This is an optimization exercise on Yosys and OpenROAD, whose aim is small area, a short achievable clock period and few clock cycles per item, not a production implementation.
Function was checked by simulation only, so behaviour that the tests miss may differ from the original.

## alu_arbiter
module alu_arbiter
#(
    parameter int unsigned WORDSIZE      = 32,
    parameter int unsigned SEL_LINE_SIZE = 4,
    parameter int unsigned NUM_REQ       = 4
) (
    input  logic                              clk,
    input  logic                              rst_n,
    input  logic [NUM_REQ-1:0]                req_valid,
    output logic [NUM_REQ-1:0]                req_ready,
    input  logic [NUM_REQ*WORDSIZE-1:0]       req_a,
    input  logic [NUM_REQ*WORDSIZE-1:0]       req_b,
    input  logic [NUM_REQ*SEL_LINE_SIZE-1:0]  req_sel,
    output logic [NUM_REQ-1:0]                rsp_valid,
    input  logic [NUM_REQ-1:0]                rsp_ready,
    output logic [WORDSIZE-1:0]               rsp_result,
    output logic                              rsp_carry,
    output logic                              busy
);
export LEC_CHECK = 0
export ABC_AREA = 1
export CAP_MARGIN = 20
export CORE_MARGIN = 2
export CORE_UTILIZATION = 60
export SLEW_MARGIN = 20
create_clock -name core_clock -period 70.0 [get_ports {clk}]
standard.sh (not shown) runs the stock make flow with config.mk's settings and CLKGATE_MAP_FILE= SYNTH_SCRIPT=/design/flow/synth_recipe.tcl, a recipe that flattens the netlist after the stock synthesis.
==> flow/flow/run.sh <==
#!/bin/bash
# Layout flow: the standard layout (standard.sh), with the port buffers
# that global placement inserts made sky130_fd_sc_hd__buf_1 instead of the
# cell the resizer picks by default. Everything else is the standard flow.
set -euo pipefail
export BUFFER_PORTS_ARGS="-buffer_cell sky130_fd_sc_hd__buf_1"
bash standard.sh > standard.log 2>&1
Testbench counts at the start, summed over its fixed seeds: cycles 2,420, items 2,048.
==> next run, changes <==
- CORE_UTILIZATION: 60 -> 40
Via count went down by a little under a tenth; critical path depth went down by 55; global-route usage went down by 15 points; worst setup slack improves by 0.44 ns; wire length went down by a few percent; register-to-register slack improves by 0.48 ns; first-iteration DRC count went down by well over a third; design area went up slightly.

* * *

Setup of trial 76:
alu_arbiter, a different RTL version from the one above (not shown whole).
Size: about 3900 cells after synthesis, roughly 270 flip-flops, roughly 320 I/O pins.
clock: 70.0 ns
lec_check: 0
abc_area: 1
cap_margin: 20
core_margin: 2
core_utilization: 60
slew_margin: 20
Scripts as last shown in full above: flow/flow/run.sh
In summary, trial 76 completed successfully, with a layout that passed the timing, design-rule and antenna checks.
Testbench counts of trial 76, summed over its fixed seeds: cycles 2,683, items 2,048.
> inputs changed (trial 76 -> build 69)
- swapping 60 for 40 in CORE_UTILIZATION
Findings:
- Build 69 completed; timing, DRC and antenna clean
- Summary of build 69 over trial 76: placer's final routability congestion estimate lower; final non-filler cell area higher.
- Delta (build 69 minus trial 76): time the final worst path needs with I/O delays and setup higher; utilization -21 points; cell depth of the worst flop-to-flop path lost about 4%.
- Per the comparison of build 69 with trial 76, fraction of area in registers went down; number of buffer and inverter stages on the critical path went up.
- [build 69] worst stage delay on the critical path rose 0.03 ns relative to trial 76

* * *

Another version of the RTL of alu_arbiter (not shown whole).
Size: roughly 3900 cells after synthesis, ~270 flip-flops, about 320 I/O pins, ~28000 sq um of cells after synthesis.
Settings: LEC_CHECK=0, ABC_AREA=1, CAP_MARGIN=20, CORE_MARGIN=2, CORE_UTILIZATION=55, SLEW_MARGIN=20; clock period 70.0 ns.
Scripts as last shown in full above: flow/flow/run.sh
Testbench counts at the start, summed over its fixed seeds: cycles 2,420, items 2,048.
Rerun with:
Settings changed: CORE_UTILIZATION 55 to 40.
Effect: Clock skew hardly moves. Cell area went up slightly. Sequential share of layout area went down by 0.28 points. Wire length went up by a few percent. Synthesized cell count is unchanged. Maximum frequency stays flat. Setup slack barely changes. First-iteration DRC count went down by a few percent.

* * *

== v6 ==
alu_arbiter, a different RTL version from the one above (not shown whole).
For scale: about 4,000 cells after synthesis, roughly 0.028 mm2 of cells after synthesis.
clock: 70.0 ns
lec_check: 0
abc_area: 1
cap_margin: 20
core_margin: 2
core_utilization: 40
slew_margin: 75
Scripts as last shown in full above: flow/flow/run.sh
Testbench counts of v6, summed over its fixed seeds: cycles 2,420, items 2,048.
The following lists how v7 was set up differently from v6:
# v6
export LEC_CHECK = 0
export ABC_AREA = 1
export CAP_MARGIN = 20
export CORE_MARGIN = 2
export CORE_UTILIZATION = 40
export SLEW_MARGIN = 75
create_clock -name core_clock -period 70.0 [get_ports {clk}]
# v7
export LEC_CHECK = 0
export ABC_AREA = 1
export CAP_MARGIN = 20
export CORE_MARGIN = 2
export CORE_UTILIZATION = 55
export CTS_BUF_LIST = sky130_fd_sc_hd__clkbuf_4 sky130_fd_sc_hd__clkbuf_8
export SLEW_MARGIN = 20
create_clock -name core_clock -period 70.0 [get_ports {clk}]
### Flow results
[compare] base=v6 new=v7: combined area of all synthesized cells flat, count of clock-buffer cells in the layout went up by about 80%, final net count decreased 67.
Post-place setup slack was higher in the run labelled v6.
Diff v6 -> v7: routed wire length has decreased, count of inserted tapcells shows a reduction of 24%.

re-timing with driven ports:
How much do the figures lean on ideal ports? The routed layouts below were timed once more, with nothing changed but the port constraints. Step 1 sets driving cells, clkbuf_16 on the clock port and buf_2 on the other inputs (assumed; they add their load-dependent delay and slew). Step 2 also shifts input and output timing later by t, the mid clock arrival at the registers, as if the neighbouring blocks saw the same clock. Three values: ideal ports, drivers, drivers and shift; two values: the first two.
| run | t (ns) | setup WS [ns] | hold slack, ns | clock arrival spread, ns | pins driven straight from the clock port |
|---|---|---|---|---|---|
| the first run of note 1 | 0.643 | 53.264 / 53.264 / 53.009 | 0.464 / 0.464 / 0.464 | 0.021 / 0.021 | 1 |
| the second run of note 1 | 0.663 | 53.701 / 53.738 / 53.076 | 0.461 / 0.461 / 0.461 | 0.022 / 0.022 | 1 |
| trial 76 | 0.624 | 54.272 / 54.304 / 53.680 | 0.468 / 0.468 / 0.468 | 0.022 / 0.022 | 1 |
| build 69 | 0.623 | 54.205 / 54.240 / 53.617 | 0.459 / 0.459 / 0.459 | 0.028 / 0.028 | 1 |
| the first run of note 3 | 0.645 | 54.201 / 54.234 / 53.596 | 0.487 / 0.487 / 0.487 | 0.030 / 0.029 | 1 |
| the second run of note 3 | 0.651 | 54.201 / 54.236 / 53.585 | 0.478 / 0.478 / 0.478 | 0.027 / 0.028 | 1 |
| v6 | 0.643 | 54.593 / 54.622 / 53.986 | 0.467 / 0.467 / 0.467 | 0.021 / 0.021 | 1 |
| v7 | 0.683 | 54.168 / 54.197 / 53.514 | 0.447 / 0.447 / 0.447 | 0.044 / 0.044 | 1 |
After both steps setup and hold are still met in every run listed. For v7, which loses most, drivers alone change the setup slack by +0.029 ns; drivers and shift together by -0.654 ns.
